Context: an optimization exercise on an open-source flow, tuned for small area. The choices shown serve that exercise and are no tape-out recipe. Only simulation tests tie the RTL to the original design; equivalence was not proved. No activity file was given, so power comes from the tool's default toggle rates.

==> design/flow/flow/run.sh <==
#!/bin/bash
# Standard layout (the standard.sh) with two changes:
#  - ports are buffered with buf_2 instead of the default delay-cell buffer;
#  - clock tree synthesis clusters more flip-flops per leaf buffer and adds no dummy loads.
# Make's output goes to standard.log; each ORFS step keeps its own log under orfs/logs/.
set -euo pipefail
export BUFFER_PORTS_ARGS="-buffer_cell sky130_fd_sc_hd__buf_2"
export CTS_ARGS="-sink_clustering_enable -repair_clock_nets -dont_use_dummy_load -sink_clustering_size 24 -sink_clustering_max_diameter 60"
bash standard.sh finish > standard.log 2>&1
==> design/flow/standard.sh <==
#!/bin/bash
# synth_recipe.tcl (not shown) runs the flow's synth.tcl, then flattens the netlist and writes it again
# the make line also repeats each setting of config.mk as NAME=value (left out here)
make -C /OpenROAD-flow-scripts/flow DESIGN_CONFIG=/design/flow/config.mk WORK_HOME=/design/flow/orfs CLKGATE_MAP_FILE= SYNTH_SCRIPT=/design/flow/synth_recipe.tcl "${@:-finish}"
==> design/flow/config.mk <==
export PLATFORM = sky130hd
export DESIGN_NAME = jtpang_objdma
export DESIGN_NICKNAME = jtpang_objdma
export VERILOG_FILES = /design/flow/design.v
export SDC_FILE = /design/flow/constraint.sdc
export NUM_CORES = 4
export LEC_CHECK = 0
export CAP_MARGIN = 30
export CORE_MARGIN = 2
export CORE_UTILIZATION = 50
export SETUP_SLACK_MARGIN = 0.8
export SLEW_MARGIN = 30
export SYNTH_HIERARCHICAL = 1
==> design/flow/constraint.sdc <==
create_clock -name core_clock -period 5.0 [get_ports {clk}]
set_input_delay 1.0000 -clock core_clock [delete_from_list [all_inputs] [get_ports {clk}]]
set_output_delay 1.0000 -clock core_clock [all_outputs]
set_load 0.01 [all_outputs]
==> design/flow/design.v <==
package jtpang_pkg;
  localparam int          OBJ_AW   = 9;
  localparam int unsigned OBJ_LAST = 'h1FF;
  typedef enum logic [1:0] {IDLE, REQ, XFER, LAST} obj_st_t;
endpackage
module jtframe_dual_ram_hold (
  input  logic q,
  input  logic d,
  input  logic we,
  input  logic nwe,
  output logic y
);
  assign y = (q & nwe) | (d & we);
endmodule
module jtframe_dual_ram_sel3 (
  input  logic [2:0] d,
  input  logic [2:0] s,
  output logic       y_n
);
  assign y_n = ~|(d & s);
endmodule
module jtframe_dual_ram_sel2 (
  input  logic [1:0] d,
  input  logic [1:0] s,
  output logic       y_n
);
  assign y_n = ~|(d & s);
endmodule
module jtpang_objdma #(
  parameter int          AW   = jtpang_pkg::OBJ_AW,
  parameter int unsigned LAST = jtpang_pkg::OBJ_LAST
)(
  input  logic            clk,
  input  logic            rst,
  input  logic            cen,
  input  logic            LVBL,
  input  logic            dma_go,
  output logic            busrq,
  input  logic            busak_n,
  output logic            dma_busy,
  output logic [AW-1:0]   dma_addr,
  input  logic [7:0]      dma_din,
  input  logic [AW-1:0]   rd_addr,
  output logic [7:0]      rd_data
);
  localparam int            N      = 2**AW;
  localparam int            NG     = (N + 2) / 3;    
  localparam logic [AW-1:0] LAST_A = AW'(LAST);
  jtpang_pkg::obj_st_t r_st;
  logic [AW-1:0] r_addr;
  logic          r_busy, r_pend, r_go_l, w_start_ok, w_take, w_step;
  assign w_start_ok = ~LVBL;
  assign w_take = cen && r_st == jtpang_pkg::IDLE && r_pend && w_start_ok;
  assign w_step = cen & ~busak_n;
  always_ff @(posedge clk) begin
    r_go_l <= dma_go;
    if (rst)                   r_pend <= 1'b0;
    else if (dma_go & ~r_go_l) r_pend <= 1'b1;
    else if (w_take)           r_pend <= 1'b0;
  end
  always_ff @(posedge clk) begin
    if (rst) begin
      r_st   <= jtpang_pkg::IDLE;
      r_addr <= '0;
      r_busy <= 1'b0;
    end else begin
      case (r_st)
        jtpang_pkg::IDLE: if (w_take) begin
          r_st   <= jtpang_pkg::REQ;
          r_addr <= '0;
          r_busy <= 1'b1;
        end
        jtpang_pkg::REQ: if (w_step) r_st <= jtpang_pkg::XFER;
        jtpang_pkg::XFER: if (w_step) begin
          if (r_addr == LAST_A) r_st   <= jtpang_pkg::LAST;
          else                  r_addr <= r_addr + AW'(1);
        end
        default: if (w_step) begin
          r_st   <= jtpang_pkg::IDLE;
          r_busy <= 1'b0;
        end
      endcase
    end
  end
  assign busrq    = r_busy;
  assign dma_busy = r_busy;
  assign dma_addr = r_addr;
  logic [8*N-1:0] r_mem, w_mem_nxt;    
  logic [N-1:0]   w_we, w_nwe, w_rsel;
  logic [7:0]     w_rd;
  always_comb begin
    for (int r = 0; r < N; r++) begin
      if (r == N-1) w_we[r] = ~rst & w_step & (r_st == jtpang_pkg::LAST);
      else          w_we[r] = ~rst & w_step & (r_st == jtpang_pkg::XFER) & (r_addr == AW'(r+1));
    end
  end
  assign w_nwe = ~w_we;
  for (genvar r = 0; r < N; r++) begin : g_row
    for (genvar b = 0; b < 8; b++) begin : g_bit
      jtframe_dual_ram_hold u_hold (
        .q(r_mem[8*r+b]), .d(dma_din[b]), .we(w_we[r]), .nwe(w_nwe[r]), .y(w_mem_nxt[8*r+b])
      );
    end
  end
  always_ff @(posedge clk) r_mem <= w_mem_nxt;
  always_comb
    for (int r = 0; r < N; r++) w_rsel[r] = (rd_addr == AW'(r));
  for (genvar b = 0; b < 8; b++) begin : g_rbit
    logic [NG-1:0] w_grp_n;
    for (genvar g = 0; g < NG; g++) begin : g_grp
      if (3*g + 2 < N) begin : g_3
        jtframe_dual_ram_sel3 u_sel (
          .d({r_mem[8*(3*g+2)+b], r_mem[8*(3*g+1)+b], r_mem[8*(3*g)+b]}),
          .s(w_rsel[3*g +: 3]),
          .y_n(w_grp_n[g])
        );
      end else begin : g_2
        jtframe_dual_ram_sel2 u_sel (
          .d({r_mem[8*(3*g+1)+b], r_mem[8*(3*g)+b]}),
          .s(w_rsel[3*g +: 2]),
          .y_n(w_grp_n[g])
        );
      end
    end
    assign w_rd[b] = ~&w_grp_n;
  end
  always_ff @(posedge clk) rd_data <= w_rd;
endmodule
==> flow_metrics.env <==
export IMPL_crit_fanout=8
export IMPL_core_area_um2=285000
export IMPL_grt_pass1_vias=118264
export IMPL_antenna_found_initial=58
export IMPL_postSynthAreaPerCell_um2=11.8
export IMPL_dieArea_um2=291000
export IMPL_cts_made_buffers=276
export IMPL_fmax_mhz=214
export IMPL_cp_start_kind="primary input"
export IMPL_dr_first_iter_drc_count=26194
export IMPL_via_count=127778
export IMPL_h_tree_depth=5
export IMPL_synthFlopType="dfxtp_1"
export IMPL_die_x_um=539
export IMPL_finalWirelength_mm=627
export IMPL_synth_cell_types=42
export IMPL_maxSlewViolCount=0
export IMPL_clock_skew_ns=0.0637
export IMPL_cts_tree="built"
export IMPL_grt_max_degree=101
export IMPL_ant_nets=0
export IMPL_power_leakage_nw=58.1
export IMPL_drive_gt1_frac=0.0833
export IMPL_grt_pass1_wl_mm=884
export IMPL_tns_ns=0
export IMPL_cellPowerDensity_nw_per_um2=342
export IMPL_slowest_stage="nand4_1"
export IMPL_clock_sinks=4118
export IMPL_crit_top_cell="nand4_1"
export IMPL_yosysTopAreaCellShare=0.575
export IMPL_via_per_inst=7.72
export IMPL_clock_latency_ns=0.96
export IMPL_initial_core_util=0.503
export IMPL_grt_use_total=0.410
export IMPL_synth_seq_cells=4118
export IMPL_rsz0062_at_grt="yes"
export IMPL_fp_row_count=196
export IMPL_cpPeakStageDelay_ns=0.88
export IMPL_post_route_period_util=0.934
export IMPL_critPathCaptureType="flip-flop"
export IMPL_synth_edf_count=0
export IMPL_power_total_mw=55.1
export IMPL_yosys_warnings=7
export IMPL_critPathBufInv=3
export IMPL_synthArstFlopShare=0
export IMPL_path_class="primary input to flip-flop"
export IMPL_final_cell_mix="4118 x dfxtp_1, 4096 x a22o_1, 1361 x a222oi_1"
export IMPL_gp_congestion=1.02
export IMPL_io_pins=42
export IMPL_hold_path_class="primary input to flip-flop"
export IMPL_wl_per_cell_um=37.9
export IMPL_cp_arrival_ns=5.49
export IMPL_die_y_um=539
export IMPL_clock_path_buffers=4
export IMPL_cp_data_required_time_ns=5.82
export IMPL_area_growth_pct=12.4
export IMPL_clk_pin_slew_worst_paths_ns=0.09
export IMPL_grt_remaining_overflow=0
export IMPL_fillCellCount=23834
export IMPL_slew_headroom=0.301
export IMPL_finalNetCount=12767
export IMPL_dr_pass1_iters=17
export IMPL_r2r_slack_ns=0.99
export IMPL_io_buffers=41
export IMPL_dp_hpwl_mm=413
export IMPL_fin_crit_ns=4.67
export IMPL_drc=0
export IMPL_synth_cells=12132
export IMPL_final_common_cell="dfxtp_1"
export IMPL_drv_cap=0
export IMPL_syn_nets=12165
export IMPL_netlist_area_um2=143000
export IMPL_setup_viol=0
export IMPL_worst_pin_slew_ns=1.05
export IMPL_hold_violations=0
export IMPL_synth_area_leaders="dfxtp_1 58%, a22o_1 25%, a222oi_1 9.5%"
export IMPL_crit_chain="buf_2 -> nor2_2 -> nand3_4 -> buf_12 -> buf_4 -> nor2_1 -> a222oi_1 -> nand4_1 -> nor4_4 -> nand4_1 -> or3_1"
export IMPL_ys_seq_area_frac=0.575
export IMPL_clock_root_buffer="clkbuf_16"
export IMPL_outcome="complete, no violations"
export IMPL_vdd_drop_max_mv=0.336
export IMPL_synth_largest_area_cell="dfxtp_1"
export IMPL_path_delay_family="simple AND/OR/NAND/NOR gates"
-- kinds of logic after synthesis --
family                     count (synthesis)  synth area share
DFF                                     4118             0.575
adders and majority gates                 10          0.000873
buffers and inverters                    289           0.00825
AOI/OAI and AO/OA                       5488             0.347
and+or+nand+nor                         2225            0.0685
muxes                                      2          0.000140
-- Yosys stat by module, one instance, submodules excluded --
module / copies in the design / flip-flops and latches / area (µm²) / cells
jtframe_dual_ram_hold: 4096 / 0 / 8.76 / 1
jtframe_dual_ram_sel2: 8 / 0 / 12.5 / 1
jtframe_dual_ram_sel3: 1360 / 0 / 10.0 / 1
jtpang_objdma: 1 / 4118 / 93700 / 6668
-- per-stage QoR --
step                      hold WS [ns]   util  instance area, µm²  setup slack (ns)  std cells
after floorplan                  0.454      -              143000              1.82      12132
after global placement           0.465  0.537              153000            -0.973      16180
after detailed placement         0.470  0.538              154000            -0.633      16185
after CTS                        0.172  0.564              161000             0.816      16493
after global routing             0.209  0.565              161000             0.684      16496
final                            0.216  0.565              161000             0.331      16547
-- power by group --
part	switching, mW	internal, mW
Combinational	1.18	0.218
Sequential	0.0106	32.8
Clock	11.1	9.81
Total	12.3	42.8
-- layer usage --
| layer | GRT usage | vias to the layer above | routed length (µm) |
|---|---|---|---|
| li1 | - | 52682 | - |
| met1 | 0.544 | 63368 | 243000 |
| met4 | 0.248 | 40 | 42400 |
| met3 | 0.118 | 1916 | 81900 |
| met5 | 0.00362 | - | 729 |
| met2 | 0.587 | 9772 | 259000 |
-- worst reg2reg max path, cell delays in order, from the launching register on --
cell and delay (ns):
dfxtp_1 0.35, inv_1 0.09, ha_1 0.45, nor4bb_2 0.36, buf_4 0.21, and3_1 0.56, and2_2 0.86, buf_4 0.42
nand2_1 0.31, a22o_1 0.29
-- cell type report --
cell class	count	area, µm²	area share
Sequential cell	4118	82400	0.512
Multi-Input combinational cell	7725	60700	0.376
Clock buffer	276	6910	0.0429
Timing Repair Buffer	602	6250	0.0388
Tap cell	3762	4710	0.0292
Antenna cell	53	133	0.000823
Inverter	11	41.3	0.000256
-- synth_stat cells, types with 12 or more instances --
master / instances
a222oi_1: 1361
a22o_1: 4096
and2_1: 18
buf_1: 12
buf_2: 56
clkbuf_1: 200
dfxtp_1: 4118
nand2_1: 591
nand3_1: 41
nand4_1: 354
nor2_1: 1056
nor3_1: 21
nor4_1: 81
-- repair_timing --
action                                  CTS  global route
endpoints found under the setup margin    7             6
hold buffers                              0             0
gates resized for setup                  27            15
pin swaps                                18            18
buffers inserted                         32             1
-- registers in the layout, summed over array words and instances, names as in the netlist --
signal   flops
r_addr       9
rd_data      8
r_pend       1
r_busy       1
r_go_l       1
r_mem     4096
r_st         2
-- path summary, 6_finish.rpt --
kind,start,to,cells after the start
worst max register to register,r_st[0]$_SDFFE_PP0P_,r_mem[1290]$_DFF_P_,9
worst max-delay path,rd_addr[3],rd_data[1]$_DFF_P_,11
worst min register to register,r_pend$_SDFFE_PP0P_,r_pend$_SDFFE_PP0P_,2
worst min-delay path,dma_go,r_go_l$_DFF_P_,1

## port drivers added, routing unchanged
The results above use ideal ports. As a check the final layout listed here was re-extracted and re-timed, cells and wires unchanged.
Step 1 sets driving cells, clkbuf_16 on the clock port and buf_2 on the other inputs (assumed; they add their load-dependent delay and slew).
Step 2, shift: input delay + t, output delay - t, t = (earliest + latest rising clock arrival at the registers) / 2. This alone moves slack from input paths to output paths.
Three values: ideal, step 1, step 2; two values: the first two.
shift t [ns]: 1.023
slack for setup (ns): 0.331 / 0.405 / -0.618
pins driven straight from the clock port: 1
Met with ideal ports but missed after step 2: setup timing in this run. The setup slack of this run moves by +0.074 ns with the drivers and by -0.949 ns with both steps.
